Context: an optimization exercise on an open-source flow, tuned for small area, a short achievable clock period and few clock cycles per item. The choices shown serve that exercise and are no tape-out recipe. Function was not checked in any run shown here: the RTL went through the layout flow alone. No activity file was given, so power comes from the tool's default toggle rates.

[run.sh]
#!/bin/bash
# synth_recipe.tcl (not shown) runs the flow's synth.tcl, then flattens the netlist and writes it again
# the make line also repeats each setting of config.mk as NAME=value (left out here)
make -C /OpenROAD-flow-scripts/flow DESIGN_CONFIG=/design/flow/config.mk WORK_HOME=/design/flow/orfs CLKGATE_MAP_FILE= SYNTH_SCRIPT=/design/flow/synth_recipe.tcl finish
[config.mk]
export PLATFORM = sky130hd
export DESIGN_NAME = alu_seq_param
export DESIGN_NICKNAME = alu_seq_param
export VERILOG_FILES = /design/flow/design.v
export SDC_FILE = /design/flow/constraint.sdc
export NUM_CORES = 4
export LEC_CHECK = 0
export CAP_MARGIN = 20
export CORE_MARGIN = 2
export CORE_UTILIZATION = 40
export SETUP_SLACK_MARGIN = 4.5
export SLEW_MARGIN = 20
[constraint.sdc]
create_clock -name core_clock -period 8.0 [get_ports {clk}]
set_input_delay 1.6000 -clock core_clock [delete_from_list [all_inputs] [get_ports {clk}]]
set_output_delay 1.6000 -clock core_clock [all_outputs]
set_load 0.01 [all_outputs]
[design.v]
`default_nettype none
module alu_seq_param #(
  parameter int WIDTH = 32,
  parameter int SHW   = $clog2(WIDTH)
) (
  input  logic             clk,
  input  logic             rst,
  input  logic             in_valid,
  output logic             in_ready,
  input  logic [3:0]       op,
  input  logic [3:0]       op1,
  input  logic [WIDTH-1:0] in0,
  input  logic [WIDTH-1:0] in1,
  output logic             out_valid,
  input  logic             out_ready,
  output logic [WIDTH-1:0] out,
  output logic [WIDTH-1:0] out0,
  output logic             carryout,
  output logic             overflow,
  output logic             zero,
  output logic             N,
  output logic             err
);
  localparam int D    = 6;       
  localparam int K    = 3;       
  localparam int W    = 46;       
  localparam int LOW  = 24;     
  localparam int HIW  = 40;     
  localparam int ITW  = 2;
  logic          skid_v, s1_v, s2_v, cpa_v, out_v;
  logic [ITW-1:0] it_q;
  logic [71:0]   skid_q;
  logic          stall, s1_mul, last_it, s1_done, s1_free, accept;
  assign stall    = out_v & ~out_ready;
  logic          first, mact;
  assign first    = (it_q == '0);
  assign mact     = ~first | (s1_v & s1_mul);           
  assign last_it  = (it_q == ITW'(K - 1));
  assign s1_done  = s1_v & ~stall & (~s1_mul | first);
  assign s1_free  = ~s1_v | s1_done;
  assign in_ready = ~skid_v;
  assign accept   = in_valid & ~skid_v;
  always_ff @(posedge clk) begin
    if (rst) begin
      skid_v <= 1'b0;
      s1_v   <= 1'b0;
    end else begin
      if (s1_free) begin
        s1_v   <= skid_v | accept;
        skid_v <= 1'b0;
      end else if (accept) begin
        skid_v <= 1'b1;
      end
    end
  end
  always_ff @(posedge clk)
    if (accept & ~s1_free) skid_q <= {op, op1, in0, in1};
  logic [3:0]  n_op, n_op1;
  logic [31:0] n_a, n_b, nb;
  assign {n_op, n_op1, n_a, nb} = skid_v ? skid_q : {op, op1, in0, in1};
  logic n_add, n_sft, n_and, n_or, n_xor, n_swp, n_not, n_mul, n_ill;
  always_comb begin
    n_add = (n_op == 4'd0) && (n_op1[3:2] == 2'd0);
    n_sft = (n_op == 4'd1) && (n_op1[3:2] == 2'd0);
    n_and = (n_op == 4'd2) && (n_op1 == 4'd0);
    n_or  = (n_op == 4'd2) && (n_op1 == 4'd1);
    n_xor = (n_op == 4'd2) && (n_op1 == 4'd2);
    n_swp = (n_op == 4'd2) && (n_op1 == 4'd3);
    n_not = (n_op == 4'd2) && (n_op1 == 4'd4);
    n_mul = (n_op == 4'd3) && (n_op1[3:1] == 3'd0);
    n_ill = ~(n_add | n_sft | n_and | n_or | n_xor | n_swp | n_not | n_mul);
    n_b   = nb;
    if (n_add) n_b = (n_op1[0] ? 32'd1 : nb) ^ {32{n_op1[1]}};
  end
  logic [31:0] a, b;
  logic        k_add, k_sft, k_and, k_or, k_xor, k_swp, k_not, k_ill;
  logic        k_sub, k_sl, k_sra, k_sla, k_sgn;
  always_ff @(posedge clk) begin
    if (s1_free) begin
      a     <= n_a;
      b     <= n_b;
      k_add <= n_add;
      k_sft <= n_sft;
      k_and <= n_and;
      k_or  <= n_or;
      k_xor <= n_xor;
      k_swp <= n_swp;
      k_not <= n_not;
      s1_mul <= n_mul;
      k_ill <= n_ill;
      k_sub <= n_op1[1];
      k_sl  <= ~(n_op1[0] ^ n_op1[1]);                   
      k_sra <= (n_op1[1:0] == 2'd2);
      k_sla <= (n_op1[1:0] == 2'd3);
      k_sgn <= n_op1[0];
    end
  end
  logic [31:0] sum;
  logic        c32, sum_x;
  assign {c32, sum, sum_x} = {1'b0, a, 1'b1} + {1'b0, b, k_sub};
  logic [4:0]  sh;
  logic [31:0] arev, srcw, shw_r;
  logic [32:0] shx;
  logic        sla_ov;
  assign sh = b[4:0];
  always_comb begin
    for (int i = 0; i < 32; i++) arev[i] = a[31 - i];
    srcw = k_sl ? arev : a;
    shx  = $signed({k_sra & a[31], srcw, 1'b0}) >>> sh;
    for (int i = 0; i < 32; i++) shw_r[i] = shx[32 - i];
  end
  logic [31:0] tr, msk;
  always_comb begin
    tr[0] = 1'b0;
    for (int i = 1; i < 32; i++) tr[i] = a[i] ^ a[i - 1];
    for (int i = 0; i < 32; i++) msk[i] = (32 - i) <= int'(sh);
  end
  assign sla_ov = |(tr & msk);
  logic [31:0] res;
  logic        r_cy, r_ov, ill;
  always_comb begin
    res  = ({32{k_add}} & sum)
         | ({32{k_sft}} & (k_sl ? shw_r : shx[32:1]))
         | ({32{k_and}} & (a & b))
         | ({32{k_or}}  & (a | b))
         | ({32{k_xor}} & (a ^ b))
         | ({32{k_swp}} & {a[15:0], a[31:16]})
         | ({32{k_not}} & ~a);
    r_cy = (k_add & (c32 ^ k_sub)) | (k_sft & shx[0]);
    r_ov = (k_add & (a[31] == b[31]) & (sum[31] != a[31])) | (k_sft & k_sla & sla_ov);
    ill  = k_ill;
  end
  logic [34:0] dl   [K];
  logic [K-1:0] dl_v;
  always_ff @(posedge clk) begin
    if (rst) dl_v <= '0;
    else if (~stall) dl_v <= {dl_v[K-2:0], s1_v & ~s1_mul};
  end
  always_ff @(posedge clk) begin
    if (~stall) begin
      dl[0] <= {ill, r_ov, r_cy, res};
      for (int i = 1; i < K; i++) dl[i] <= dl[i - 1];
    end
  end
  logic [31:0] s2_res;
  logic        s2_cy, s2_ov, s2_err;
  assign {s2_err, s2_ov, s2_cy, s2_res} = dl[K-1];
  assign s2_v = dl_v[K-1];
  logic        msgn;
  logic [32:0] ax, ma_q;
  logic [37-1:0] bx, sbx, mb_q;
  assign msgn = k_sgn;
  assign sbx  = {{(37 - 32){msgn & b[31]}}, b};
  assign ax   = first ? {msgn & a[31], a} : ma_q;
  assign bx   = first ? sbx : mb_q;
  always_ff @(posedge clk)
    if (~stall & first & s1_v & s1_mul) begin
      ma_q <= {msgn & a[31], a};
      mb_q <= sbx;
    end
  logic [2:0]  dg0 [D];
  logic [2:0]  dgn [D];
  logic [D-1:0] one, two, ng, ns;
  logic [32:0] r [D];
  logic [2:0]  h0;
  wire  [31:0] b0 = s1_free ? nb : b;        
  always_comb begin
    dg0[0] = {b0[1], b0[0], 1'b0};
    case (it_q)
      2'd0: dgn[0] = {bx[13], bx[12], bx[11]};
      2'd1: dgn[0] = {bx[25], bx[24], bx[23]};
      default: dgn[0] = 3'b000;
    endcase
  end
  always_comb begin
    dg0[1] = {b0[3], b0[2], b0[1]};
    case (it_q)
      2'd0: dgn[1] = {bx[15], bx[14], bx[13]};
      2'd1: dgn[1] = {bx[27], bx[26], bx[25]};
      default: dgn[1] = 3'b000;
    endcase
  end
  always_comb begin
    dg0[2] = {b0[5], b0[4], b0[3]};
    case (it_q)
      2'd0: dgn[2] = {bx[17], bx[16], bx[15]};
      2'd1: dgn[2] = {bx[29], bx[28], bx[27]};
      default: dgn[2] = 3'b000;
    endcase
  end
  always_comb begin
    dg0[3] = {b0[7], b0[6], b0[5]};
    case (it_q)
      2'd0: dgn[3] = {bx[19], bx[18], bx[17]};
      2'd1: dgn[3] = {bx[31], bx[30], bx[29]};
      default: dgn[3] = 3'b000;
    endcase
  end
  always_comb begin
    dg0[4] = {b0[9], b0[8], b0[7]};
    case (it_q)
      2'd0: dgn[4] = {bx[21], bx[20], bx[19]};
      2'd1: dgn[4] = {bx[33], bx[32], bx[31]};
      default: dgn[4] = 3'b000;
    endcase
  end
  always_comb begin
    dg0[5] = {b0[11], b0[10], b0[9]};
    case (it_q)
      2'd0: dgn[5] = {bx[23], bx[22], bx[21]};
      2'd1: dgn[5] = {bx[35], bx[34], bx[33]};
      default: dgn[5] = 3'b000;
    endcase
  end
  always_ff @(posedge clk) begin
    for (int m = 0; m < D; m++) begin
      logic [2:0] d;
      d = (~stall & mact & ~last_it) ? dgn[m] : dg0[m];
      if ((~stall & mact) | ~mact) begin
        one[m] <= d[0] ^ d[1];
        two[m] <= (d[2] & ~d[1] & ~d[0]) | (~d[2] & d[1] & d[0]);
        ng[m]  <= d[2] & ~(d[1] & d[0]);
      end
    end
  end
  always_comb begin
    for (int m = 0; m < D; m++) begin
      for (int i = 0; i < 33; i++)
        r[m][i] = ((one[m] & ax[i]) | (two[m] & (i == 0 ? 1'b0 : ax[i - 1]))) ^ ng[m];
      ns[m] = ~(((one[m] | two[m]) & ax[32]) ^ ng[m]);
    end
    h0 = first ? {ns[0], ~ns[0], ~ns[0]} : {1'b0, 1'b1, ns[0]};
  end
  logic [W-1:0]       acc_s, acc_c;
  logic [W-2*D-1:0]   as, ac;
  assign as = first ? '0 : acc_s[W-1:2*D];
  assign ac = first ? '0 : acc_c[W-1:2*D];
  wire [32:0] r0 = r[0];
  wire [32:0] r1 = r[1];
  wire [32:0] r2 = r[2];
  wire [32:0] r3 = r[3];
  wire [32:0] r4 = r[4];
  wire [32:0] r5 = r[5];
  wire fs0, fc0;
  assign fs0 = ac[6] ^ as[6];
  assign fc0 = ac[6] & as[6];
  wire fs1, fc1;
  assign fs1 = ac[7] ^ as[7];
  assign fc1 = ac[7] & as[7];
  wire fs2, fc2;
  assign fs2 = ac[8] ^ as[8] ^ ng[4];
  assign fc2 = (ac[8] & as[8]) | (ac[8] & ng[4]) | (as[8] & ng[4]);
  wire fs3, fc3;
  assign fs3 = r0[8] ^ r1[6];
  assign fc3 = r0[8] & r1[6];
  wire fs4, fc4;
  assign fs4 = ac[9] ^ as[9] ^ r0[9];
  assign fc4 = (ac[9] & as[9]) | (ac[9] & r0[9]) | (as[9] & r0[9]);
  wire fs5, fc5;
  assign fs5 = r1[7] ^ r2[5];
  assign fc5 = r1[7] & r2[5];
  wire fs6, fc6;
  assign fs6 = ac[10] ^ as[10] ^ ng[5];
  assign fc6 = (ac[10] & as[10]) | (ac[10] & ng[5]) | (as[10] & ng[5]);
  wire fs7, fc7;
  assign fs7 = r0[10] ^ r1[8] ^ r2[6];
  assign fc7 = (r0[10] & r1[8]) | (r0[10] & r2[6]) | (r1[8] & r2[6]);
  wire fs8, fc8;
  assign fs8 = r3[4] ^ r4[2];
  assign fc8 = r3[4] & r4[2];
  wire fs9, fc9;
  assign fs9 = ac[11] ^ as[11] ^ r0[11];
  assign fc9 = (ac[11] & as[11]) | (ac[11] & r0[11]) | (as[11] & r0[11]);
  wire fs10, fc10;
  assign fs10 = r1[9] ^ r2[7] ^ r3[5];
  assign fc10 = (r1[9] & r2[7]) | (r1[9] & r3[5]) | (r2[7] & r3[5]);
  wire fs11, fc11;
  assign fs11 = r4[3] ^ r5[1];
  assign fc11 = r4[3] & r5[1];
  wire fs12, fc12;
  assign fs12 = ac[12] ^ as[12] ^ r0[12];
  assign fc12 = (ac[12] & as[12]) | (ac[12] & r0[12]) | (as[12] & r0[12]);
  wire fs13, fc13;
  assign fs13 = r1[10] ^ r2[8] ^ r3[6];
  assign fc13 = (r1[10] & r2[8]) | (r1[10] & r3[6]) | (r2[8] & r3[6]);
  wire fs14, fc14;
  assign fs14 = r4[4] ^ r5[2];
  assign fc14 = r4[4] & r5[2];
  wire fs15, fc15;
  assign fs15 = ac[13] ^ as[13] ^ r0[13];
  assign fc15 = (ac[13] & as[13]) | (ac[13] & r0[13]) | (as[13] & r0[13]);
  wire fs16, fc16;
  assign fs16 = r1[11] ^ r2[9] ^ r3[7];
  assign fc16 = (r1[11] & r2[9]) | (r1[11] & r3[7]) | (r2[9] & r3[7]);
  wire fs17, fc17;
  assign fs17 = r4[5] ^ r5[3];
  assign fc17 = r4[5] & r5[3];
  wire fs18, fc18;
  assign fs18 = ac[14] ^ as[14] ^ r0[14];
  assign fc18 = (ac[14] & as[14]) | (ac[14] & r0[14]) | (as[14] & r0[14]);
  wire fs19, fc19;
  assign fs19 = r1[12] ^ r2[10] ^ r3[8];
  assign fc19 = (r1[12] & r2[10]) | (r1[12] & r3[8]) | (r2[10] & r3[8]);
  wire fs20, fc20;
  assign fs20 = r4[6] ^ r5[4];
  assign fc20 = r4[6] & r5[4];
  wire fs21, fc21;
  assign fs21 = ac[15] ^ as[15] ^ r0[15];
  assign fc21 = (ac[15] & as[15]) | (ac[15] & r0[15]) | (as[15] & r0[15]);
  wire fs22, fc22;
  assign fs22 = r1[13] ^ r2[11] ^ r3[9];
  assign fc22 = (r1[13] & r2[11]) | (r1[13] & r3[9]) | (r2[11] & r3[9]);
  wire fs23, fc23;
  assign fs23 = r4[7] ^ r5[5];
  assign fc23 = r4[7] & r5[5];
  wire fs24, fc24;
  assign fs24 = ac[16] ^ as[16] ^ r0[16];
  assign fc24 = (ac[16] & as[16]) | (ac[16] & r0[16]) | (as[16] & r0[16]);
  wire fs25, fc25;
  assign fs25 = r1[14] ^ r2[12] ^ r3[10];
  assign fc25 = (r1[14] & r2[12]) | (r1[14] & r3[10]) | (r2[12] & r3[10]);
  wire fs26, fc26;
  assign fs26 = r4[8] ^ r5[6];
  assign fc26 = r4[8] & r5[6];
  wire fs27, fc27;
  assign fs27 = ac[17] ^ as[17] ^ r0[17];
  assign fc27 = (ac[17] & as[17]) | (ac[17] & r0[17]) | (as[17] & r0[17]);
  wire fs28, fc28;
  assign fs28 = r1[15] ^ r2[13] ^ r3[11];
  assign fc28 = (r1[15] & r2[13]) | (r1[15] & r3[11]) | (r2[13] & r3[11]);
  wire fs29, fc29;
  assign fs29 = r4[9] ^ r5[7];
  assign fc29 = r4[9] & r5[7];
  wire fs30, fc30;
  assign fs30 = ac[18] ^ as[18] ^ r0[18];
  assign fc30 = (ac[18] & as[18]) | (ac[18] & r0[18]) | (as[18] & r0[18]);
  wire fs31, fc31;
  assign fs31 = r1[16] ^ r2[14] ^ r3[12];
  assign fc31 = (r1[16] & r2[14]) | (r1[16] & r3[12]) | (r2[14] & r3[12]);
  wire fs32, fc32;
  assign fs32 = r4[10] ^ r5[8];
  assign fc32 = r4[10] & r5[8];
  wire fs33, fc33;
  assign fs33 = ac[19] ^ as[19] ^ r0[19];
  assign fc33 = (ac[19] & as[19]) | (ac[19] & r0[19]) | (as[19] & r0[19]);
  wire fs34, fc34;
  assign fs34 = r1[17] ^ r2[15] ^ r3[13];
  assign fc34 = (r1[17] & r2[15]) | (r1[17] & r3[13]) | (r2[15] & r3[13]);
  wire fs35, fc35;
  assign fs35 = r4[11] ^ r5[9];
  assign fc35 = r4[11] & r5[9];
  wire fs36, fc36;
  assign fs36 = ac[20] ^ as[20] ^ r0[20];
  assign fc36 = (ac[20] & as[20]) | (ac[20] & r0[20]) | (as[20] & r0[20]);
  wire fs37, fc37;
  assign fs37 = r1[18] ^ r2[16] ^ r3[14];
  assign fc37 = (r1[18] & r2[16]) | (r1[18] & r3[14]) | (r2[16] & r3[14]);
  wire fs38, fc38;
  assign fs38 = r4[12] ^ r5[10];
  assign fc38 = r4[12] & r5[10];
  wire fs39, fc39;
  assign fs39 = ac[21] ^ as[21] ^ r0[21];
  assign fc39 = (ac[21] & as[21]) | (ac[21] & r0[21]) | (as[21] & r0[21]);
  wire fs40, fc40;
  assign fs40 = r1[19] ^ r2[17] ^ r3[15];
  assign fc40 = (r1[19] & r2[17]) | (r1[19] & r3[15]) | (r2[17] & r3[15]);
  wire fs41, fc41;
  assign fs41 = r4[13] ^ r5[11];
  assign fc41 = r4[13] & r5[11];
  wire fs42, fc42;
  assign fs42 = ac[22] ^ as[22] ^ r0[22];
  assign fc42 = (ac[22] & as[22]) | (ac[22] & r0[22]) | (as[22] & r0[22]);
  wire fs43, fc43;
  assign fs43 = r1[20] ^ r2[18] ^ r3[16];
  assign fc43 = (r1[20] & r2[18]) | (r1[20] & r3[16]) | (r2[18] & r3[16]);
  wire fs44, fc44;
  assign fs44 = r4[14] ^ r5[12];
  assign fc44 = r4[14] & r5[12];
  wire fs45, fc45;
  assign fs45 = ac[23] ^ as[23] ^ r0[23];
  assign fc45 = (ac[23] & as[23]) | (ac[23] & r0[23]) | (as[23] & r0[23]);
  wire fs46, fc46;
  assign fs46 = r1[21] ^ r2[19] ^ r3[17];
  assign fc46 = (r1[21] & r2[19]) | (r1[21] & r3[17]) | (r2[19] & r3[17]);
  wire fs47, fc47;
  assign fs47 = r4[15] ^ r5[13];
  assign fc47 = r4[15] & r5[13];
  wire fs48, fc48;
  assign fs48 = ac[24] ^ as[24] ^ r0[24];
  assign fc48 = (ac[24] & as[24]) | (ac[24] & r0[24]) | (as[24] & r0[24]);
  wire fs49, fc49;
  assign fs49 = r1[22] ^ r2[20] ^ r3[18];
  assign fc49 = (r1[22] & r2[20]) | (r1[22] & r3[18]) | (r2[20] & r3[18]);
  wire fs50, fc50;
  assign fs50 = r4[16] ^ r5[14];
  assign fc50 = r4[16] & r5[14];
  wire fs51, fc51;
  assign fs51 = ac[25] ^ as[25] ^ r0[25];
  assign fc51 = (ac[25] & as[25]) | (ac[25] & r0[25]) | (as[25] & r0[25]);
  wire fs52, fc52;
  assign fs52 = r1[23] ^ r2[21] ^ r3[19];
  assign fc52 = (r1[23] & r2[21]) | (r1[23] & r3[19]) | (r2[21] & r3[19]);
  wire fs53, fc53;
  assign fs53 = r4[17] ^ r5[15];
  assign fc53 = r4[17] & r5[15];
  wire fs54, fc54;
  assign fs54 = ac[26] ^ as[26] ^ r0[26];
  assign fc54 = (ac[26] & as[26]) | (ac[26] & r0[26]) | (as[26] & r0[26]);
  wire fs55, fc55;
  assign fs55 = r1[24] ^ r2[22] ^ r3[20];
  assign fc55 = (r1[24] & r2[22]) | (r1[24] & r3[20]) | (r2[22] & r3[20]);
  wire fs56, fc56;
  assign fs56 = r4[18] ^ r5[16];
  assign fc56 = r4[18] & r5[16];
  wire fs57, fc57;
  assign fs57 = ac[27] ^ as[27] ^ r0[27];
  assign fc57 = (ac[27] & as[27]) | (ac[27] & r0[27]) | (as[27] & r0[27]);
  wire fs58, fc58;
  assign fs58 = r1[25] ^ r2[23] ^ r3[21];
  assign fc58 = (r1[25] & r2[23]) | (r1[25] & r3[21]) | (r2[23] & r3[21]);
  wire fs59, fc59;
  assign fs59 = r4[19] ^ r5[17];
  assign fc59 = r4[19] & r5[17];
  wire fs60, fc60;
  assign fs60 = ac[28] ^ as[28] ^ r0[28];
  assign fc60 = (ac[28] & as[28]) | (ac[28] & r0[28]) | (as[28] & r0[28]);
  wire fs61, fc61;
  assign fs61 = r1[26] ^ r2[24] ^ r3[22];
  assign fc61 = (r1[26] & r2[24]) | (r1[26] & r3[22]) | (r2[24] & r3[22]);
  wire fs62, fc62;
  assign fs62 = r4[20] ^ r5[18];
  assign fc62 = r4[20] & r5[18];
  wire fs63, fc63;
  assign fs63 = ac[29] ^ as[29] ^ r0[29];
  assign fc63 = (ac[29] & as[29]) | (ac[29] & r0[29]) | (as[29] & r0[29]);
  wire fs64, fc64;
  assign fs64 = r1[27] ^ r2[25] ^ r3[23];
  assign fc64 = (r1[27] & r2[25]) | (r1[27] & r3[23]) | (r2[25] & r3[23]);
  wire fs65, fc65;
  assign fs65 = r4[21] ^ r5[19];
  assign fc65 = r4[21] & r5[19];
  wire fs66, fc66;
  assign fs66 = ac[30] ^ as[30] ^ r0[30];
  assign fc66 = (ac[30] & as[30]) | (ac[30] & r0[30]) | (as[30] & r0[30]);
  wire fs67, fc67;
  assign fs67 = r1[28] ^ r2[26] ^ r3[24];
  assign fc67 = (r1[28] & r2[26]) | (r1[28] & r3[24]) | (r2[26] & r3[24]);
  wire fs68, fc68;
  assign fs68 = r4[22] ^ r5[20];
  assign fc68 = r4[22] & r5[20];
  wire fs69, fc69;
  assign fs69 = ac[31] ^ as[31] ^ r0[31];
  assign fc69 = (ac[31] & as[31]) | (ac[31] & r0[31]) | (as[31] & r0[31]);
  wire fs70, fc70;
  assign fs70 = r1[29] ^ r2[27] ^ r3[25];
  assign fc70 = (r1[29] & r2[27]) | (r1[29] & r3[25]) | (r2[27] & r3[25]);
  wire fs71, fc71;
  assign fs71 = r4[23] ^ r5[21];
  assign fc71 = r4[23] & r5[21];
  wire fs72, fc72;
  assign fs72 = ac[32] ^ as[32] ^ r0[32];
  assign fc72 = (ac[32] & as[32]) | (ac[32] & r0[32]) | (as[32] & r0[32]);
  wire fs73, fc73;
  assign fs73 = r1[30] ^ r2[28] ^ r3[26];
  assign fc73 = (r1[30] & r2[28]) | (r1[30] & r3[26]) | (r2[28] & r3[26]);
  wire fs74, fc74;
  assign fs74 = r4[24] ^ r5[22];
  assign fc74 = r4[24] & r5[22];
  wire fs75, fc75;
  assign fs75 = ac[33] ^ as[33] ^ h0[0];
  assign fc75 = (ac[33] & as[33]) | (ac[33] & h0[0]) | (as[33] & h0[0]);
  wire fs76, fc76;
  assign fs76 = r1[31] ^ r2[29] ^ r3[27];
  assign fc76 = (r1[31] & r2[29]) | (r1[31] & r3[27]) | (r2[29] & r3[27]);
  wire fs77, fc77;
  assign fs77 = r4[25] ^ r5[23];
  assign fc77 = r4[25] & r5[23];
  wire fs78, fc78;
  assign fs78 = h0[1] ^ r1[32] ^ r2[30];
  assign fc78 = (h0[1] & r1[32]) | (h0[1] & r2[30]) | (r1[32] & r2[30]);
  wire fs79, fc79;
  assign fs79 = r3[28] ^ r4[26];
  assign fc79 = r3[28] & r4[26];
  wire fs80, fc80;
  assign fs80 = h0[2] ^ ns[1] ^ r2[31];
  assign fc80 = (h0[2] & ns[1]) | (h0[2] & r2[31]) | (ns[1] & r2[31]);
  wire fs81, fc81;
  assign fs81 = ac[2] ^ as[2];
  assign fc81 = ac[2] & as[2];
  wire fs82, fc82;
  assign fs82 = ac[3] ^ as[3];
  assign fc82 = ac[3] & as[3];
  wire fs83, fc83;
  assign fs83 = ac[4] ^ as[4] ^ ng[2];
  assign fc83 = (ac[4] & as[4]) | (ac[4] & ng[2]) | (as[4] & ng[2]);
  wire fs84, fc84;
  assign fs84 = r0[4] ^ r1[2];
  assign fc84 = r0[4] & r1[2];
  wire fs85, fc85;
  assign fs85 = ac[5] ^ as[5] ^ r0[5];
  assign fc85 = (ac[5] & as[5]) | (ac[5] & r0[5]) | (as[5] & r0[5]);
  wire fs86, fc86;
  assign fs86 = r1[3] ^ r2[1];
  assign fc86 = r1[3] & r2[1];
  wire fs87, fc87;
  assign fs87 = ng[3] ^ fs0 ^ r0[6];
  assign fc87 = (ng[3] & fs0) | (ng[3] & r0[6]) | (fs0 & r0[6]);
  wire fs88, fc88;
  assign fs88 = r1[4] ^ r2[2] ^ r3[0];
  assign fc88 = (r1[4] & r2[2]) | (r1[4] & r3[0]) | (r2[2] & r3[0]);
  wire fs89, fc89;
  assign fs89 = fc0 ^ fs1 ^ r0[7];
  assign fc89 = (fc0 & fs1) | (fc0 & r0[7]) | (fs1 & r0[7]);
  wire fs90, fc90;
  assign fs90 = r1[5] ^ r2[3] ^ r3[1];
  assign fc90 = (r1[5] & r2[3]) | (r1[5] & r3[1]) | (r2[3] & r3[1]);
  wire fs91, fc91;
  assign fs91 = fc1 ^ r2[4] ^ r3[2];
  assign fc91 = (fc1 & r2[4]) | (fc1 & r3[2]) | (r2[4] & r3[2]);
  wire fs92, fc92;
  assign fs92 = r4[0] ^ fs2 ^ fs3;
  assign fc92 = (r4[0] & fs2) | (r4[0] & fs3) | (fs2 & fs3);
  wire fs93, fc93;
  assign fs93 = r3[3] ^ r4[1] ^ fc2;
  assign fc93 = (r3[3] & r4[1]) | (r3[3] & fc2) | (r4[1] & fc2);
  wire fs94, fc94;
  assign fs94 = fc3 ^ fs5 ^ fs4;
  assign fc94 = (fc3 & fs5) | (fc3 & fs4) | (fs5 & fs4);
  wire fs95, fc95;
  assign fs95 = r5[0] ^ fc5 ^ fs6;
  assign fc95 = (r5[0] & fc5) | (r5[0] & fs6) | (fc5 & fs6);
  wire fs96, fc96;
  assign fs96 = fs8 ^ fc4 ^ fs7;
  assign fc96 = (fs8 & fc4) | (fs8 & fs7) | (fc4 & fs7);
  wire fs97, fc97;
  assign fs97 = fc6 ^ fc8 ^ fs11;
  assign fc97 = (fc6 & fc8) | (fc6 & fs11) | (fc8 & fs11);
  wire fs98, fc98;
  assign fs98 = fc7 ^ fs10 ^ fs9;
  assign fc98 = (fc7 & fs10) | (fc7 & fs9) | (fs10 & fs9);
  wire fs99, fc99;
  assign fs99 = fc11 ^ fs14 ^ fc10;
  assign fc99 = (fc11 & fs14) | (fc11 & fc10) | (fs14 & fc10);
  wire fs100, fc100;
  assign fs100 = fc9 ^ fs12 ^ fs13;
  assign fc100 = (fc9 & fs12) | (fc9 & fs13) | (fs12 & fs13);
  wire fs101, fc101;
  assign fs101 = fc14 ^ fs17 ^ fc12;
  assign fc101 = (fc14 & fs17) | (fc14 & fc12) | (fs17 & fc12);
  wire fs102, fc102;
  assign fs102 = fc13 ^ fs15 ^ fs16;
  assign fc102 = (fc13 & fs15) | (fc13 & fs16) | (fs15 & fs16);
  wire fs103, fc103;
  assign fs103 = fc17 ^ fs20 ^ fc15;
  assign fc103 = (fc17 & fs20) | (fc17 & fc15) | (fs20 & fc15);
  wire fs104, fc104;
  assign fs104 = fc16 ^ fs18 ^ fs19;
  assign fc104 = (fc16 & fs18) | (fc16 & fs19) | (fs18 & fs19);
  wire fs105, fc105;
  assign fs105 = fc20 ^ fs23 ^ fc18;
  assign fc105 = (fc20 & fs23) | (fc20 & fc18) | (fs23 & fc18);
  wire fs106, fc106;
  assign fs106 = fc19 ^ fs21 ^ fs22;
  assign fc106 = (fc19 & fs21) | (fc19 & fs22) | (fs21 & fs22);
  wire fs107, fc107;
  assign fs107 = fc23 ^ fs26 ^ fc21;
  assign fc107 = (fc23 & fs26) | (fc23 & fc21) | (fs26 & fc21);
  wire fs108, fc108;
  assign fs108 = fc22 ^ fs24 ^ fs25;
  assign fc108 = (fc22 & fs24) | (fc22 & fs25) | (fs24 & fs25);
  wire fs109, fc109;
  assign fs109 = fc26 ^ fs29 ^ fc24;
  assign fc109 = (fc26 & fs29) | (fc26 & fc24) | (fs29 & fc24);
  wire fs110, fc110;
  assign fs110 = fc25 ^ fs27 ^ fs28;
  assign fc110 = (fc25 & fs27) | (fc25 & fs28) | (fs27 & fs28);
  wire fs111, fc111;
  assign fs111 = fc29 ^ fs32 ^ fc27;
  assign fc111 = (fc29 & fs32) | (fc29 & fc27) | (fs32 & fc27);
  wire fs112, fc112;
  assign fs112 = fc28 ^ fs30 ^ fs31;
  assign fc112 = (fc28 & fs30) | (fc28 & fs31) | (fs30 & fs31);
  wire fs113, fc113;
  assign fs113 = fc32 ^ fs35 ^ fc30;
  assign fc113 = (fc32 & fs35) | (fc32 & fc30) | (fs35 & fc30);
  wire fs114, fc114;
  assign fs114 = fc31 ^ fs33 ^ fs34;
  assign fc114 = (fc31 & fs33) | (fc31 & fs34) | (fs33 & fs34);
  wire fs115, fc115;
  assign fs115 = fc35 ^ fs38 ^ fc33;
  assign fc115 = (fc35 & fs38) | (fc35 & fc33) | (fs38 & fc33);
  wire fs116, fc116;
  assign fs116 = fc34 ^ fs36 ^ fs37;
  assign fc116 = (fc34 & fs36) | (fc34 & fs37) | (fs36 & fs37);
  wire fs117, fc117;
  assign fs117 = fc38 ^ fs41 ^ fc36;
  assign fc117 = (fc38 & fs41) | (fc38 & fc36) | (fs41 & fc36);
  wire fs118, fc118;
  assign fs118 = fc37 ^ fs39 ^ fs40;
  assign fc118 = (fc37 & fs39) | (fc37 & fs40) | (fs39 & fs40);
  wire fs119, fc119;
  assign fs119 = fc41 ^ fs44 ^ fc39;
  assign fc119 = (fc41 & fs44) | (fc41 & fc39) | (fs44 & fc39);
  wire fs120, fc120;
  assign fs120 = fc40 ^ fs42 ^ fs43;
  assign fc120 = (fc40 & fs42) | (fc40 & fs43) | (fs42 & fs43);
  wire fs121, fc121;
  assign fs121 = fc44 ^ fs47 ^ fc42;
  assign fc121 = (fc44 & fs47) | (fc44 & fc42) | (fs47 & fc42);
  wire fs122, fc122;
  assign fs122 = fc43 ^ fs45 ^ fs46;
  assign fc122 = (fc43 & fs45) | (fc43 & fs46) | (fs45 & fs46);
  wire fs123, fc123;
  assign fs123 = fc47 ^ fs50 ^ fc45;
  assign fc123 = (fc47 & fs50) | (fc47 & fc45) | (fs50 & fc45);
  wire fs124, fc124;
  assign fs124 = fc46 ^ fs48 ^ fs49;
  assign fc124 = (fc46 & fs48) | (fc46 & fs49) | (fs48 & fs49);
  wire fs125, fc125;
  assign fs125 = fc50 ^ fs53 ^ fc48;
  assign fc125 = (fc50 & fs53) | (fc50 & fc48) | (fs53 & fc48);
  wire fs126, fc126;
  assign fs126 = fc49 ^ fs51 ^ fs52;
  assign fc126 = (fc49 & fs51) | (fc49 & fs52) | (fs51 & fs52);
  wire fs127, fc127;
  assign fs127 = fc53 ^ fs56 ^ fc51;
  assign fc127 = (fc53 & fs56) | (fc53 & fc51) | (fs56 & fc51);
  wire fs128, fc128;
  assign fs128 = fc52 ^ fs54 ^ fs55;
  assign fc128 = (fc52 & fs54) | (fc52 & fs55) | (fs54 & fs55);
  wire fs129, fc129;
  assign fs129 = fc56 ^ fs59 ^ fc54;
  assign fc129 = (fc56 & fs59) | (fc56 & fc54) | (fs59 & fc54);
  wire fs130, fc130;
  assign fs130 = fc55 ^ fs57 ^ fs58;
  assign fc130 = (fc55 & fs57) | (fc55 & fs58) | (fs57 & fs58);
  wire fs131, fc131;
  assign fs131 = fc59 ^ fs62 ^ fc57;
  assign fc131 = (fc59 & fs62) | (fc59 & fc57) | (fs62 & fc57);
  wire fs132, fc132;
  assign fs132 = fc58 ^ fs60 ^ fs61;
  assign fc132 = (fc58 & fs60) | (fc58 & fs61) | (fs60 & fs61);
  wire fs133, fc133;
  assign fs133 = fc62 ^ fs65 ^ fc60;
  assign fc133 = (fc62 & fs65) | (fc62 & fc60) | (fs65 & fc60);
  wire fs134, fc134;
  assign fs134 = fc61 ^ fs63 ^ fs64;
  assign fc134 = (fc61 & fs63) | (fc61 & fs64) | (fs63 & fs64);
  wire fs135, fc135;
  assign fs135 = fc65 ^ fs68 ^ fc63;
  assign fc135 = (fc65 & fs68) | (fc65 & fc63) | (fs68 & fc63);
  wire fs136, fc136;
  assign fs136 = fc64 ^ fs66 ^ fs67;
  assign fc136 = (fc64 & fs66) | (fc64 & fs67) | (fs66 & fs67);
  wire fs137, fc137;
  assign fs137 = fc68 ^ fs71 ^ fc66;
  assign fc137 = (fc68 & fs71) | (fc68 & fc66) | (fs71 & fc66);
  wire fs138, fc138;
  assign fs138 = fc67 ^ fs69 ^ fs70;
  assign fc138 = (fc67 & fs69) | (fc67 & fs70) | (fs69 & fs70);
  wire fs139, fc139;
  assign fs139 = fc71 ^ fs74 ^ fc69;
  assign fc139 = (fc71 & fs74) | (fc71 & fc69) | (fs74 & fc69);
  wire fs140, fc140;
  assign fs140 = fc70 ^ fs72 ^ fs73;
  assign fc140 = (fc70 & fs72) | (fc70 & fs73) | (fs72 & fs73);
  wire fs141, fc141;
  assign fs141 = fc74 ^ fs77 ^ fc72;
  assign fc141 = (fc74 & fs77) | (fc74 & fc72) | (fs77 & fc72);
  wire fs142, fc142;
  assign fs142 = fc73 ^ fs75 ^ fs76;
  assign fc142 = (fc73 & fs75) | (fc73 & fs76) | (fs75 & fs76);
  wire fs143, fc143;
  assign fs143 = r5[24] ^ fc77 ^ fs79;
  assign fc143 = (r5[24] & fc77) | (r5[24] & fs79) | (fc77 & fs79);
  wire fs144, fc144;
  assign fs144 = fc75 ^ fc76 ^ fs78;
  assign fc144 = (fc75 & fc76) | (fc75 & fs78) | (fc76 & fs78);
  wire fs145, fc145;
  assign fs145 = r3[29] ^ r4[27] ^ r5[25];
  assign fc145 = (r3[29] & r4[27]) | (r3[29] & r5[25]) | (r4[27] & r5[25]);
  wire fs146, fc146;
  assign fs146 = fc79 ^ fc78 ^ fs80;
  assign fc146 = (fc79 & fc78) | (fc79 & fs80) | (fc78 & fs80);
  wire fs147, fc147;
  assign fs147 = 1'b1 ^ r2[32] ^ r3[30];
  assign fc147 = (1'b1 & r2[32]) | (1'b1 & r3[30]) | (r2[32] & r3[30]);
  wire fs148, fc148;
  assign fs148 = r4[28] ^ r5[26] ^ fc80;
  assign fc148 = (r4[28] & r5[26]) | (r4[28] & fc80) | (r5[26] & fc80);
  wire fs149, fc149;
  assign fs149 = ns[2] ^ r3[31] ^ r4[29];
  assign fc149 = (ns[2] & r3[31]) | (ns[2] & r4[29]) | (r3[31] & r4[29]);
  wire fs150, fc150;
  assign fs150 = 1'b1 ^ r3[32];
  assign fc150 = 1'b1 & r3[32];
  wire fs151, fc151;
  assign fs151 = ac[0] ^ as[0];
  assign fc151 = ac[0] & as[0];
  wire fs152, fc152;
  assign fs152 = ac[1] ^ as[1];
  assign fc152 = ac[1] & as[1];
  wire fs153, fc153;
  assign fs153 = ng[1] ^ fs81 ^ r0[2];
  assign fc153 = (ng[1] & fs81) | (ng[1] & r0[2]) | (fs81 & r0[2]);
  wire fs154, fc154;
  assign fs154 = fc81 ^ fs82 ^ r0[3];
  assign fc154 = (fc81 & fs82) | (fc81 & r0[3]) | (fs82 & r0[3]);
  wire fs155, fc155;
  assign fs155 = fc82 ^ r2[0] ^ fs83;
  assign fc155 = (fc82 & r2[0]) | (fc82 & fs83) | (r2[0] & fs83);
  wire fs156, fc156;
  assign fs156 = fc83 ^ fc84 ^ fs86;
  assign fc156 = (fc83 & fc84) | (fc83 & fs86) | (fc84 & fs86);
  wire fs157, fc157;
  assign fs157 = fc86 ^ fc85 ^ fs87;
  assign fc157 = (fc86 & fc85) | (fc86 & fs87) | (fc85 & fs87);
  wire fs158, fc158;
  assign fs158 = fc87 ^ fc88 ^ fs89;
  assign fc158 = (fc87 & fc88) | (fc87 & fs89) | (fc88 & fs89);
  wire fs159, fc159;
  assign fs159 = fc89 ^ fc90 ^ fs91;
  assign fc159 = (fc89 & fc90) | (fc89 & fs91) | (fc90 & fs91);
  wire fs160, fc160;
  assign fs160 = fc91 ^ fs93 ^ fc92;
  assign fc160 = (fc91 & fs93) | (fc91 & fc92) | (fs93 & fc92);
  wire fs161, fc161;
  assign fs161 = fc93 ^ fs95 ^ fc94;
  assign fc161 = (fc93 & fs95) | (fc93 & fc94) | (fs95 & fc94);
  wire fs162, fc162;
  assign fs162 = fc95 ^ fs97 ^ fc96;
  assign fc162 = (fc95 & fs97) | (fc95 & fc96) | (fs97 & fc96);
  wire fs163, fc163;
  assign fs163 = fc97 ^ fc98 ^ fs99;
  assign fc163 = (fc97 & fc98) | (fc97 & fs99) | (fc98 & fs99);
  wire fs164, fc164;
  assign fs164 = fc99 ^ fc100 ^ fs101;
  assign fc164 = (fc99 & fc100) | (fc99 & fs101) | (fc100 & fs101);
  wire fs165, fc165;
  assign fs165 = fc101 ^ fc102 ^ fs103;
  assign fc165 = (fc101 & fc102) | (fc101 & fs103) | (fc102 & fs103);
  wire fs166, fc166;
  assign fs166 = fc103 ^ fc104 ^ fs105;
  assign fc166 = (fc103 & fc104) | (fc103 & fs105) | (fc104 & fs105);
  wire fs167, fc167;
  assign fs167 = fc105 ^ fc106 ^ fs107;
  assign fc167 = (fc105 & fc106) | (fc105 & fs107) | (fc106 & fs107);
  wire fs168, fc168;
  assign fs168 = fc107 ^ fc108 ^ fs109;
  assign fc168 = (fc107 & fc108) | (fc107 & fs109) | (fc108 & fs109);
  wire fs169, fc169;
  assign fs169 = fc109 ^ fc110 ^ fs111;
  assign fc169 = (fc109 & fc110) | (fc109 & fs111) | (fc110 & fs111);
  wire fs170, fc170;
  assign fs170 = fc111 ^ fc112 ^ fs113;
  assign fc170 = (fc111 & fc112) | (fc111 & fs113) | (fc112 & fs113);
  wire fs171, fc171;
  assign fs171 = fc113 ^ fc114 ^ fs115;
  assign fc171 = (fc113 & fc114) | (fc113 & fs115) | (fc114 & fs115);
  wire fs172, fc172;
  assign fs172 = fc115 ^ fc116 ^ fs117;
  assign fc172 = (fc115 & fc116) | (fc115 & fs117) | (fc116 & fs117);
  wire fs173, fc173;
  assign fs173 = fc117 ^ fc118 ^ fs119;
  assign fc173 = (fc117 & fc118) | (fc117 & fs119) | (fc118 & fs119);
  wire fs174, fc174;
  assign fs174 = fc119 ^ fc120 ^ fs121;
  assign fc174 = (fc119 & fc120) | (fc119 & fs121) | (fc120 & fs121);
  wire fs175, fc175;
  assign fs175 = fc121 ^ fc122 ^ fs123;
  assign fc175 = (fc121 & fc122) | (fc121 & fs123) | (fc122 & fs123);
  wire fs176, fc176;
  assign fs176 = fc123 ^ fc124 ^ fs125;
  assign fc176 = (fc123 & fc124) | (fc123 & fs125) | (fc124 & fs125);
  wire fs177, fc177;
  assign fs177 = fc125 ^ fc126 ^ fs127;
  assign fc177 = (fc125 & fc126) | (fc125 & fs127) | (fc126 & fs127);
  wire fs178, fc178;
  assign fs178 = fc127 ^ fc128 ^ fs129;
  assign fc178 = (fc127 & fc128) | (fc127 & fs129) | (fc128 & fs129);
  wire fs179, fc179;
  assign fs179 = fc129 ^ fc130 ^ fs131;
  assign fc179 = (fc129 & fc130) | (fc129 & fs131) | (fc130 & fs131);
  wire fs180, fc180;
  assign fs180 = fc131 ^ fc132 ^ fs133;
  assign fc180 = (fc131 & fc132) | (fc131 & fs133) | (fc132 & fs133);
  wire fs181, fc181;
  assign fs181 = fc133 ^ fc134 ^ fs135;
  assign fc181 = (fc133 & fc134) | (fc133 & fs135) | (fc134 & fs135);
  wire fs182, fc182;
  assign fs182 = fc135 ^ fc136 ^ fs137;
  assign fc182 = (fc135 & fc136) | (fc135 & fs137) | (fc136 & fs137);
  wire fs183, fc183;
  assign fs183 = fc137 ^ fc138 ^ fs139;
  assign fc183 = (fc137 & fc138) | (fc137 & fs139) | (fc138 & fs139);
  wire fs184, fc184;
  assign fs184 = fc139 ^ fc140 ^ fs141;
  assign fc184 = (fc139 & fc140) | (fc139 & fs141) | (fc140 & fs141);
  wire fs185, fc185;
  assign fs185 = fs143 ^ fc141 ^ fc142;
  assign fc185 = (fs143 & fc141) | (fs143 & fc142) | (fc141 & fc142);
  wire fs186, fc186;
  assign fs186 = fs145 ^ fc143 ^ fc144;
  assign fc186 = (fs145 & fc143) | (fs145 & fc144) | (fc143 & fc144);
  wire fs187, fc187;
  assign fs187 = fc145 ^ fs147 ^ fc146;
  assign fc187 = (fc145 & fs147) | (fc145 & fc146) | (fs147 & fc146);
  wire fs188, fc188;
  assign fs188 = r5[27] ^ fc147 ^ fs149;
  assign fc188 = (r5[27] & fc147) | (r5[27] & fs149) | (fc147 & fs149);
  wire fs189, fc189;
  assign fs189 = r4[30] ^ r5[28] ^ fs150;
  assign fc189 = (r4[30] & r5[28]) | (r4[30] & fs150) | (r5[28] & fs150);
  wire fs190, fc190;
  assign fs190 = ns[3] ^ r4[31] ^ r5[29];
  assign fc190 = (ns[3] & r4[31]) | (ns[3] & r5[29]) | (r4[31] & r5[29]);
  wire fs191, fc191;
  assign fs191 = 1'b1 ^ r4[32];
  assign fc191 = 1'b1 & r4[32];
  wire fs192, fc192;
  assign fs192 = ng[0] ^ fs151;
  assign fc192 = ng[0] & fs151;
  wire fs193, fc193;
  assign fs193 = fc151 ^ fs152 ^ r0[1];
  assign fc193 = (fc151 & fs152) | (fc151 & r0[1]) | (fs152 & r0[1]);
  wire fs194, fc194;
  assign fs194 = fc152 ^ r1[0] ^ fs153;
  assign fc194 = (fc152 & r1[0]) | (fc152 & fs153) | (r1[0] & fs153);
  wire fs195, fc195;
  assign fs195 = r1[1] ^ fc153 ^ fs154;
  assign fc195 = (r1[1] & fc153) | (r1[1] & fs154) | (fc153 & fs154);
  wire fs196, fc196;
  assign fs196 = fs84 ^ fc154 ^ fs155;
  assign fc196 = (fs84 & fc154) | (fs84 & fs155) | (fc154 & fs155);
  wire fs197, fc197;
  assign fs197 = fs85 ^ fc155 ^ fs156;
  assign fc197 = (fs85 & fc155) | (fs85 & fs156) | (fc155 & fs156);
  wire fs198, fc198;
  assign fs198 = fs88 ^ fc156 ^ fs157;
  assign fc198 = (fs88 & fc156) | (fs88 & fs157) | (fc156 & fs157);
  wire fs199, fc199;
  assign fs199 = fs90 ^ fc157 ^ fs158;
  assign fc199 = (fs90 & fc157) | (fs90 & fs158) | (fc157 & fs158);
  wire fs200, fc200;
  assign fs200 = fs92 ^ fc158 ^ fs159;
  assign fc200 = (fs92 & fc158) | (fs92 & fs159) | (fc158 & fs159);
  wire fs201, fc201;
  assign fs201 = fc159 ^ fs94 ^ fs160;
  assign fc201 = (fc159 & fs94) | (fc159 & fs160) | (fs94 & fs160);
  wire fs202, fc202;
  assign fs202 = fs96 ^ fc160 ^ fs161;
  assign fc202 = (fs96 & fc160) | (fs96 & fs161) | (fc160 & fs161);
  wire fs203, fc203;
  assign fs203 = fs98 ^ fc161 ^ fs162;
  assign fc203 = (fs98 & fc161) | (fs98 & fs162) | (fc161 & fs162);
  wire fs204, fc204;
  assign fs204 = fs100 ^ fc162 ^ fs163;
  assign fc204 = (fs100 & fc162) | (fs100 & fs163) | (fc162 & fs163);
  wire fs205, fc205;
  assign fs205 = fs102 ^ fc163 ^ fs164;
  assign fc205 = (fs102 & fc163) | (fs102 & fs164) | (fc163 & fs164);
  wire fs206, fc206;
  assign fs206 = fs104 ^ fc164 ^ fs165;
  assign fc206 = (fs104 & fc164) | (fs104 & fs165) | (fc164 & fs165);
  wire fs207, fc207;
  assign fs207 = fs106 ^ fc165 ^ fs166;
  assign fc207 = (fs106 & fc165) | (fs106 & fs166) | (fc165 & fs166);
  wire fs208, fc208;
  assign fs208 = fs108 ^ fc166 ^ fs167;
  assign fc208 = (fs108 & fc166) | (fs108 & fs167) | (fc166 & fs167);
  wire fs209, fc209;
  assign fs209 = fs110 ^ fc167 ^ fs168;
  assign fc209 = (fs110 & fc167) | (fs110 & fs168) | (fc167 & fs168);
  wire fs210, fc210;
  assign fs210 = fs112 ^ fc168 ^ fs169;
  assign fc210 = (fs112 & fc168) | (fs112 & fs169) | (fc168 & fs169);
  wire fs211, fc211;
  assign fs211 = fs114 ^ fc169 ^ fs170;
  assign fc211 = (fs114 & fc169) | (fs114 & fs170) | (fc169 & fs170);
  wire fs212, fc212;
  assign fs212 = fs116 ^ fc170 ^ fs171;
  assign fc212 = (fs116 & fc170) | (fs116 & fs171) | (fc170 & fs171);
  wire fs213, fc213;
  assign fs213 = fs118 ^ fc171 ^ fs172;
  assign fc213 = (fs118 & fc171) | (fs118 & fs172) | (fc171 & fs172);
  wire fs214, fc214;
  assign fs214 = fs120 ^ fc172 ^ fs173;
  assign fc214 = (fs120 & fc172) | (fs120 & fs173) | (fc172 & fs173);
  wire fs215, fc215;
  assign fs215 = fs122 ^ fc173 ^ fs174;
  assign fc215 = (fs122 & fc173) | (fs122 & fs174) | (fc173 & fs174);
  wire fs216, fc216;
  assign fs216 = fs124 ^ fc174 ^ fs175;
  assign fc216 = (fs124 & fc174) | (fs124 & fs175) | (fc174 & fs175);
  wire fs217, fc217;
  assign fs217 = fs126 ^ fc175 ^ fs176;
  assign fc217 = (fs126 & fc175) | (fs126 & fs176) | (fc175 & fs176);
  wire fs218, fc218;
  assign fs218 = fs128 ^ fc176 ^ fs177;
  assign fc218 = (fs128 & fc176) | (fs128 & fs177) | (fc176 & fs177);
  wire fs219, fc219;
  assign fs219 = fs130 ^ fc177 ^ fs178;
  assign fc219 = (fs130 & fc177) | (fs130 & fs178) | (fc177 & fs178);
  wire fs220, fc220;
  assign fs220 = fs132 ^ fc178 ^ fs179;
  assign fc220 = (fs132 & fc178) | (fs132 & fs179) | (fc178 & fs179);
  wire fs221, fc221;
  assign fs221 = fs134 ^ fc179 ^ fs180;
  assign fc221 = (fs134 & fc179) | (fs134 & fs180) | (fc179 & fs180);
  wire fs222, fc222;
  assign fs222 = fs136 ^ fc180 ^ fs181;
  assign fc222 = (fs136 & fc180) | (fs136 & fs181) | (fc180 & fs181);
  wire fs223, fc223;
  assign fs223 = fs138 ^ fc181 ^ fs182;
  assign fc223 = (fs138 & fc181) | (fs138 & fs182) | (fc181 & fs182);
  wire fs224, fc224;
  assign fs224 = fs140 ^ fc182 ^ fs183;
  assign fc224 = (fs140 & fc182) | (fs140 & fs183) | (fc182 & fs183);
  wire fs225, fc225;
  assign fs225 = fs142 ^ fc183 ^ fs184;
  assign fc225 = (fs142 & fc183) | (fs142 & fs184) | (fc183 & fs184);
  wire fs226, fc226;
  assign fs226 = fs144 ^ fc184 ^ fs185;
  assign fc226 = (fs144 & fc184) | (fs144 & fs185) | (fc184 & fs185);
  wire fs227, fc227;
  assign fs227 = fs146 ^ fc185 ^ fs186;
  assign fc227 = (fs146 & fc185) | (fs146 & fs186) | (fc185 & fs186);
  wire fs228, fc228;
  assign fs228 = fs148 ^ fc186 ^ fs187;
  assign fc228 = (fs148 & fc186) | (fs148 & fs187) | (fc186 & fs187);
  wire fs229, fc229;
  assign fs229 = fc148 ^ fs188 ^ fc187;
  assign fc229 = (fc148 & fs188) | (fc148 & fc187) | (fs188 & fc187);
  wire fs230, fc230;
  assign fs230 = fc149 ^ fs189 ^ fc188;
  assign fc230 = (fc149 & fs189) | (fc149 & fc188) | (fs189 & fc188);
  wire fs231, fc231;
  assign fs231 = fc150 ^ fs190 ^ fc189;
  assign fc231 = (fc150 & fs190) | (fc150 & fc189) | (fs190 & fc189);
  wire fs232, fc232;
  assign fs232 = r5[30] ^ fs191 ^ fc190;
  assign fc232 = (r5[30] & fs191) | (r5[30] & fc190) | (fs191 & fc190);
  wire fs233, fc233;
  assign fs233 = ns[4] ^ r5[31] ^ fc191;
  assign fc233 = (ns[4] & r5[31]) | (ns[4] & fc191) | (r5[31] & fc191);
  wire fs234, fc234;
  assign fs234 = 1'b1 ^ r5[32];
  assign fc234 = 1'b1 & r5[32];
  logic [2*D:0]   lo_sum;
  logic           lo_cy;
  logic           mzero;
  logic [LOW-1:0] plo;
  logic           lo_x;
  assign {lo_sum, lo_x} = {1'b0, acc_s[2*D-1:0], 1'b1} + {1'b0, acc_c[2*D-1:0], lo_cy & (it_q != ITW'(1))};
  always_ff @(posedge clk) begin
    if (rst) begin
      it_q  <= '0;
      cpa_v <= 1'b0;
    end else if (~stall) begin
      cpa_v <= mact & last_it;
      if (mact) it_q <= last_it ? '0 : it_q + 1'b1;
    end
  end
  always_ff @(posedge clk) begin
    if (~stall & mact) begin
      acc_s <= {1'b0, 1'b1, ns[5], fs234, fs233, fs232, fs231, fs230, fc228, fc227, fc226, fc225, fc224, fc223, fc222, fc221, fc220, fc219, fc218, fc217, fc216, fc215, fc214, fc213, fc212, fc211, fc210, fc209, fc208, fc207, fc206, fc205, fc204, fc203, fc202, fc201, fc200, fc199, fc198, fc197, fc196, fc195, fc194, fc193, fc192, r0[0]};
      acc_c <= {1'b0, 1'b0, fc234, fc233, fc232, fc231, fc230, fc229, fs229, fs228, fs227, fs226, fs225, fs224, fs223, fs222, fs221, fs220, fs219, fs218, fs217, fs216, fs215, fs214, fs213, fs212, fs211, fs210, fs209, fs208, fs207, fs206, fs205, fs204, fs203, fs202, fs201, fs200, fs199, fs198, fs197, fs196, fs195, fs194, fs193, fs192};
      if (first) mzero <= (a == 32'd0) || (b == 32'd0);
      else begin
        lo_cy <= lo_sum[2*D];
        for (int i = 1; i < K; i++)
          if (it_q == ITW'(i)) plo[2*D*(i-1) +: 2*D] <= lo_sum[2*D-1:0];
      end
    end
  end
  logic [HIW-1:0] phi;
  logic           phi_x;
  assign {phi, phi_x} = {acc_s[HIW-1:0], 1'b1} + {acc_c[HIW-1:0], lo_cy};
  logic [31:0] o_q, o0_q;
  logic        cy_q, ov_q, z_q, n_q, e_q;
  always_ff @(posedge clk) begin
    if (rst) out_v <= 1'b0;
    else if (~stall) out_v <= cpa_v | s2_v;
  end
  always_ff @(posedge clk) begin
    if (~stall) begin
      if (cpa_v) begin
        {o0_q, o_q} <= {phi, plo};
        cy_q <= 1'b0;
        ov_q <= 1'b0;
        z_q  <= mzero;
        n_q  <= phi[HIW-1];
        e_q  <= 1'b0;
      end else begin
        o_q  <= s2_res;
        o0_q <= 32'd0;
        cy_q <= s2_cy;
        ov_q <= s2_ov;
        z_q  <= (s2_res == 32'd0);
        n_q  <= s2_res[31];
        e_q  <= s2_err;
      end
    end
  end
  assign out_valid = out_v;
  assign out       = o_q;
  assign out0      = o0_q;
  assign carryout  = cy_q;
  assign overflow  = ov_q;
  assign zero      = z_q;
  assign N         = n_q;
  assign err       = e_q;
endmodule
`default_nettype wire
==> summary.md, run 1 <==
| Metric | Value |
|---|---|
| Number of flops mapped to enable cells by yosys | 499 |
| Crit-path max FO | 8 |
| Top-Level Pins | 147 |
| DP Wirelength | 79.83 mm |
| Layout Skew | 0.04251 ns |
| Count of final setup violators | 0 |
| Clock Tree Root | clkbuf_16 |
| Final ANT Viol Nets | 0 |
| Mean Syn Cell Area | 11.10 um2 |
| Nets | 3993 |
| Synth Instances | 3298 |
| Fin. max-slew vios | 0 |
| Outcome | finished clean |
| Post-Syn Area | 36610 um2 |
| Worst hold path class | reg2reg |
| Synth top area share | 40.93% |
| Vias/cell | 5.842 |
| R2r worst-path depth | 14 |
| CP max stage delay | 0.51 ns |
| Aggregate negative setup slack | 0 ns |
| Critical Path Source Type | flop |
| Largest net degree at the start of global routing | 180 |
| Chip height | 306.5 um |
| WP data required | 8.40 ns |
| Dominant cells by area after synthesis | edfxtp_1, fa_1, ha_1, xnor2_1, a22oi_1 |
| Fmax | 254.2 MHz |
| Total track usage | 24.87% |
| Vias in the first global route | 27.11k |
| Reg2reg end | acc_c[14]$_DFFE_PP_ |
| Worst EP arrival | 4.33 ns |
| Max-slew headroom | 23.11% |
| FP Rows | 110 |
| CP top delay family | adder cells |
| Worst path buffer plus inverter count | 6 |
| CTS tree | yes |
| Die area | 93950 um2 |
| Synth async-reset ratio | 0% |
| CTS Buffer Depth | 3 |
| Core ar. | 90420 um2 |
| Residual DRC count | 0 |
| # hold bufs at CTS | 0 |
| Clock Latency Late Sink | 0.67 ns |
| Synth Flop Type | edfxtp_1 |
| Tmin final | 3.933 ns |
| Final Non-Filler Cells | 4778 |
| Pre-CTS WS | 2.593 ns |
| CP cell instances | or2_4 -> buf_12 -> buf_16 -> o21ai_4 -> buf_6 -> buf_4 -> a22oi_2 -> xnor2_2 -> fa_1 -> inv_1 -> fa_2 -> fa_1 -> inv_1 -> fa_2 |
| Pre-antenna DRT Iters | 7 |
| Pwr dens | 204.7 nW/um2 |
| Routed len/inst | 25.25 um |
| Grt ovf | 0 |
| Slowest-stage cell, CP | fa_1 |
| Worst hold path endpoint | dl[1][26]$_DFFE_PN_ |
| Wirelength, routed | 120.6 mm |
| Starting Density | 40.48% |
| Hold path startpoint | dl[0][26]$_DFFE_PN_ |
| Area Overhead vs Synth | 24.90% |
| Die width | 306.5 um |
| Total CTS buffers | 57 |
| VDD IR max | 0.0001815 V |
| Final GP Congestion | 0.9900 |
| Count leader, synth | edfxtp_1 |
| Inst Count DP | 4474 |
| Min setup slack post-route | 4.067 ns |
| Clk slew on worst S/H paths | 0.06 ns |
| Ranking of synthesized cells by instance count | edfxtp_1, inv_1, nand2_1 |
| Port buffer count | 146 |
| RSZ-0062 raised after global routing | true |
| CTS H-tree lvls | 2 |
| Slew @ Worst Pin | 1.152 ns |
| Post-synthesis register bit count | 508 |
| Final Power | 0.009360 W |
| Fin. Hold Viols | 0 |
| Crit. End Element | flop |
| Post-synth top area cell | edfxtp_1 |
| Worst setup path class | reg2reg |
| Fillers | 7934 |
| Reg2reg setup slack | 4.07 ns |
| RR Startpoint | it_q[0]$_SDFFE_PP0P_ |
| Post-synth cell types | 86 |
| Mapped Nets | 3738 |
| Initial antenna violation count | 4 |
| Clock sinks | 508 |
| Wire length of the first global-routing pass | 176.1 mm |
| Leak | 17.97 nW |
| Syn. warnings | 5 |
| Register area share after synthesis | 41.42% |
| Total number of vias | 27.92k |
| Worst hold stages | 0 |
| Layout cells sized above 1 | 23.28% |
| Post-route clock period utilization | 49.17% |
| Initial DRC Count | 2928 |
| Max_cap viols | 0 |
[through the flow]
step / util (%) / hold slack [ns] / cell area [um2]
global route: 50.56 / 0.4156 / 45720
detailed placement: 44.13 / 0.4045 / 39910
CTS: 49.03 / 0.4146 / 44330
floorplan: - / 0.4003 / 37670
finish: 50.56 / 0.4161 / 45720
global placement: 44.13 / 0.4010 / 39910
[flip-flops by register name, summed over array words and instances (netlist names), 2 cells and up]
register  count
one           6
ng            6
it_q          2
dl          105
acc_c        44
b            32
o0_q         32
o_q          32
a            32
ma_q         33
acc_s        44
plo          24
two           6
dl_v          3
mb_q         10
skid_q       72
[cells by family (layout without fill, tap and decap cells)]
logic type,after synthesis,in the layout,share of synthesized area (%)
xor gates and xnor gates,313,313,7.489
other,0,2,0
muxes,201,201,7.321
buffers and inverters,563,858,6.009
DFF,508,508,41.42
AOI/OAI and AO/OA,733,734,13.78
and+or+nand+nor,616,622,7.540
adders and majority gates,364,364,16.44
[what timing repair did]
action | CTS | global route
buffers inserted | 113 | 54
resized for setup | 181 | 146
cloned | 19 | 10
endpoints found under the setup margin | 303 | 183
pin swaps | 56 | 102
[routing by layer]
layer  vias to the layer above  track usage, %  share of wire, %
li1                      12340               -                 -
met1                     13740           34.16                41
met2                      1476           38.17                45
met3                       348           4.969               9.1
met4                         6           11.08               5.0
met5                         -               0             0.033
[worst max-delay path by stage]
| stage | start | end | slack (ns) | depth (start not counted) |
|---|---|---|---|---|
| finish | it_q[0]$_SDFFE_PP0P_ | acc_c[14]$_DFFE_PP_ | 4.07 | 14 |
| global route | it_q[0]$_SDFFE_PP0P_ | acc_c[19]$_DFFE_PP_ | 4.05 | 12 |
| CTS | it_q[1]$_SDFFE_PP0P_ | acc_c[30]$_DFFE_PP_ | 4.14 | 12 |
| detailed placement | it_q[1]$_SDFFE_PP0P_ | acc_c[24]$_DFFE_PP_ | 2.59 | 12 |
| global placement | it_q[1]$_SDFFE_PP0P_ | acc_c[24]$_DFFE_PP_ | 2.62 | 12 |
| floorplan | out_ready | one[3]$_DFFE_PP_ | 1.87 | 10 |
[where the power goes]
group          switching [W]  total [W]  internal (W)  leakage, nW
combinational        0.00189    0.00330       0.00141         11.7
sequential         0.0000560    0.00328       0.00322         5.28
clock                0.00113    0.00278       0.00165        0.951
[cell usage in the layout, fill, tap and decap left out, drive strengths merged, types with 75 or more instances in the layout]
cell type / Yosys / layout
nand2: 253 / 255
xnor2: 204 / 204
inv: 334 / 317
o21ai: 142 / 143
a22oi: 198 / 198
mux2i: 78 / 78
clkbuf: 172 / 75
clkdlybuf4s50: 0 / 145
nor2: 173 / 174
a21oi: 112 / 112
mux2: 80 / 80
fa: 195 / 195
edfxtp: 499 / 499
xor2: 109 / 109
ha: 169 / 169
buf: 54 / 250
[cell type report]
cell class / instances / area (um2) / share of cell area [%]
Antenna cell: 2 / 5.005 / 0.01095
Clock buffer: 68 / 1488 / 3.254
Clock inverter: 38 / 470.5 / 1.029
Inverter: 337 / 1403 / 3.068
Multi-Input combinational cell: 2234 / 21120 / 46.18
Sequential cell: 508 / 15180 / 33.19
Tap cell: 1176 / 1471 / 3.218
Timing Repair Buffer: 414 / 4588 / 10.03
Timing Repair inverter: 1 / 5.005 / 0.01095
==> inputs of run 2 (changes only) <==
--- a/config.mk
+++ b/config.mk
@@ -5,8 +5,9 @@
 export SDC_FILE = /design/flow/constraint.sdc
 export NUM_CORES = 4
 export LEC_CHECK = 0
+export ABC_CLOCK_PERIOD_IN_PS = 3200
 export CAP_MARGIN = 20
 export CORE_MARGIN = 2
 export CORE_UTILIZATION = 40
-export SETUP_SLACK_MARGIN = 4.5
+export SETUP_SLACK_MARGIN = 4.8
 export SLEW_MARGIN = 20
==> summary.md, run 2 <==
| Metric | Value |
|---|---|
| Mean Syn Cell Area | 11.10 um2 |
| Count of final setup violators | 0 |
| Pwr dens | 198.6 nW/um2 |
| Chip height | 306.5 um |
| Crit. End Element | flop |
| Wire length of the first global-routing pass | 182.7 mm |
| Aggregate negative setup slack | 0 ns |
| Reg2reg end | acc_c[18]$_DFFE_PP_ |
| Total number of vias | 28.36k |
| Hold path startpoint | dl[1][32]$_DFFE_PN_ |
| Clock Latency Late Sink | 0.69 ns |
| Residual DRC count | 0 |
| Count leader, synth | edfxtp_1 |
| Fin. Hold Viols | 0 |
| RR Startpoint | it_q[0]$_SDFFE_PP0P_ |
| CTS Buffer Depth | 3 |
| Clock Tree Root | clkbuf_16 |
| Synth top area share | 40.93% |
| Fin. max-slew vios | 0 |
| Crit-path max FO | 8 |
| Worst setup path class | reg2reg |
| Worst Setup SP | it_q[0]$_SDFFE_PP0P_ |
| Worst hold stages | 0 |
| Slew @ Worst Pin | 1.022 ns |
| Total track usage | 26.02% |
| Number of flops mapped to enable cells by yosys | 499 |
| Register area share after synthesis | 41.42% |
| Vias in the first global route | 27.83k |
| Starting Density | 40.48% |
| Post-Syn Area | 36610 um2 |
| Synth async-reset ratio | 0% |
| Post-synthesis register bit count | 508 |
| Routed len/inst | 25.88 um |
| Worst EP arrival | 4.34 ns |
| Tmin final | 3.959 ns |
| CTS tree | yes |
| Vias/cell | 5.854 |
| Most common cell after layout, fill and taps aside | edfxtp_1 |
| Clk slew on worst S/H paths | 0.07 ns |
| WP data required | 8.38 ns |
| Core ar. | 90420 um2 |
| Area Overhead vs Synth | 28.09% |
| Ranking of synthesized cells by instance count | edfxtp_1, inv_1, nand2_1 |
| Biggest register | dl |
| Top-Level Pins | 147 |
| Grt ovf | 0 |
| Mapped Nets | 3738 |
| Initial DRC Count | 3111 |
| Core Util, Final | 51.86% |
| Worst hold path class | reg2reg |
| RSZ-0062 raised after global routing | true |
| Critical Path Source Type | flop |
| Initial antenna violation count | 4 |
| Layout cells sized above 1 | 26.00% |
| Final GP Congestion | 0.9689 |
| Leak | 18.59 nW |
| Final ANT Viol Nets | 0 |
| Outcome | finished clean |
| R2r worst-path depth | 13 |
| Syn. warnings | 5 |
| Max FFs per register | 105 |
| Die width | 306.5 um |
| Synth Flop Type | edfxtp_1 |
| DP Wirelength | 80.79 mm |
| Port buffer count | 146 |
| Worst hold path endpoint | dl[2][32]$_DFFE_PN_ |
| Max-slew headroom | 31.36% |
| Total CTS buffers | 58 |
| Most frequent cells in the layout | edfxtp_1, inv_1, nand2_1 |
| Largest regs | dl (105), skid_q (72) |
| Fmax | 252.6 MHz |
| Max_cap viols | 0 |
| Dominant cells by area after synthesis | edfxtp_1, fa_1, ha_1, xnor2_1, a22oi_1 |
| Wirelength, routed | 125.4 mm |
| CTS H-tree lvls | 2 |
| Largest net degree at the start of global routing | 76 |
| Reg2reg setup slack | 4.04 ns |
| Layout Skew | 0.04160 ns |
| VDD IR max | 0.0001532 V |
| Nets | 4064 |
| Synth Instances | 3298 |
| FP Rows | 110 |
| Post-synth cell types | 86 |
| Pre-antenna DRT Iters | 8 |
| Die area | 93950 um2 |
| Post-route clock period utilization | 49.49% |
| Clock sinks | 508 |
| Post-synth top area cell | edfxtp_1 |
run 2: cell counts after synthesis:
No cell type changed its count.
run 2: worst max-delay path, cell delays in order (launching register included):
cell and delay [ns]:
dfxtp_4 0.36, or2_4 0.35, buf_16 0.18, buf_12 0.15, o21ai_4 0.24, buf_12 0.16, a22oi_2 0.07, xnor2_2 0.18
fa_1 0.53, inv_2 0.05, fa_2 0.34, fa_1 0.53, inv_1 0.06, fa_2 0.44
run 2: worst max-delay path by stage:
stage,to,slack [ns],depth (start not counted)
5_1_grt,acc_c[24]$_DFFE_PP_,3.98,13
3_3_place_gp,acc_c[24]$_DFFE_PP_,2.66,12
6_report,acc_c[18]$_DFFE_PP_,4.04,13
4_1_cts,acc_c[17]$_DFFE_PP_,4.09,13
2_1_floorplan,one[3]$_DFFE_PP_,1.87,10
3_5_place_dp,acc_c[24]$_DFFE_PP_,2.60,12
run 2: layer usage:
metal / global-route usage [%] / vias up / share of wire [%]
met1: 34.30 / 14120 / 40
met3: 6.292 / 312 / 9.2
met2: 40.60 / 1426 / 45
met4: 11.92 / 2 / 5.3
met5: 0.1034 / - / 0.013
li1: - / 12500 / -
run 2: per-stage QoR:
step           hold WS (ns)  setup slack (ns)  instance area [um2]  instances  total power (W)
4_1_cts              0.4101             4.092                45220       4769         0.009187
6_report             0.4098             4.041                46890       4844         0.009314
5_1_grt              0.4166             3.985                46890       4842         0.009895
3_5_place_dp         0.4045             2.600                39820       4479         0.006315
2_1_floorplan        0.4003             1.868                37530       3298         0.005346
3_3_place_gp         0.4002             2.656                39820       4479         0.006208
run 2: final cells by class:
class | count | area, um2
diodes | 2 | 5.005
clock buffers | 64 | 1474
clock inverters | 38 | 402.9
fillers | 7785 | 43530
inverters | 337 | 1385
multi-input cells | 2233 | 21460
flip-flops and latches | 508 | 15180
well taps | 1176 | 1471
repair buffers | 484 | 5499
repair inverters | 2 | 13.76
run 2: cells by family after synthesis:
| family | after synthesis | share of synthesized area, % |
|---|---|---|
| mux | 201 | 7.321 |
| flops | 508 | 41.42 |
| xor+xnor | 313 | 7.489 |
| simple gates | 616 | 7.540 |
| compound gates | 733 | 13.78 |
| buf+inv | 563 | 6.009 |
| fa+ha+maj | 364 | 16.44 |
run 2: repair_timing:
item / 4_1_cts / 5_1_grt
hold buffers: 0 / 0
gates resized for setup: 289 / 223
buffers inserted: 165 / 63
cloned: 23 / 10
pin swaps: 87 / 133
setup endpoints to repair: 555 / 312
run 2: report_power, final:
part	switching, W	total (W)	internal, W
sequential	0.0000580	0.00328	0.00322
combinational	0.00191	0.00337	0.00146
clock	0.00116	0.00266	0.00150
total	0.00313	0.00931	0.00618

==> afterwards: timing with drivers on the ports <==
The results above use ideal ports. As a check the final layouts listed here were re-extracted and re-timed, cells and wires unchanged. Step 1 sets driving cells, clkbuf_16 on the clock port and buf_2 on the other inputs (assumed; they add their load-dependent delay and slew). Step 2 times the ports against the registers' clock, not the clock port: input delays grow and output delays shrink by t, the midpoint of the rising clock arrivals with the driver on. Three values: ideal ports, drivers, drivers and shift; two values: the first two.
run | t (ns) | slack for setup (ns) | worst setup path after step 2 | clock arrival spread, ns | worst register clock-pin slew, ns
run 1 | 0.707 | 4.067 / 4.067 / 3.678 | input to register | 0.048 / 0.048 | 0.08 / 0.08
run 2 | 0.731 | 4.041 / 4.041 / 4.041 | register to register | 0.045 / 0.046 | 0.07 / 0.07
After both steps every run listed still meets setup and hold. For run 1, which loses most, drivers alone change the setup slack by 0.000 ns; drivers and shift together by -0.389 ns.
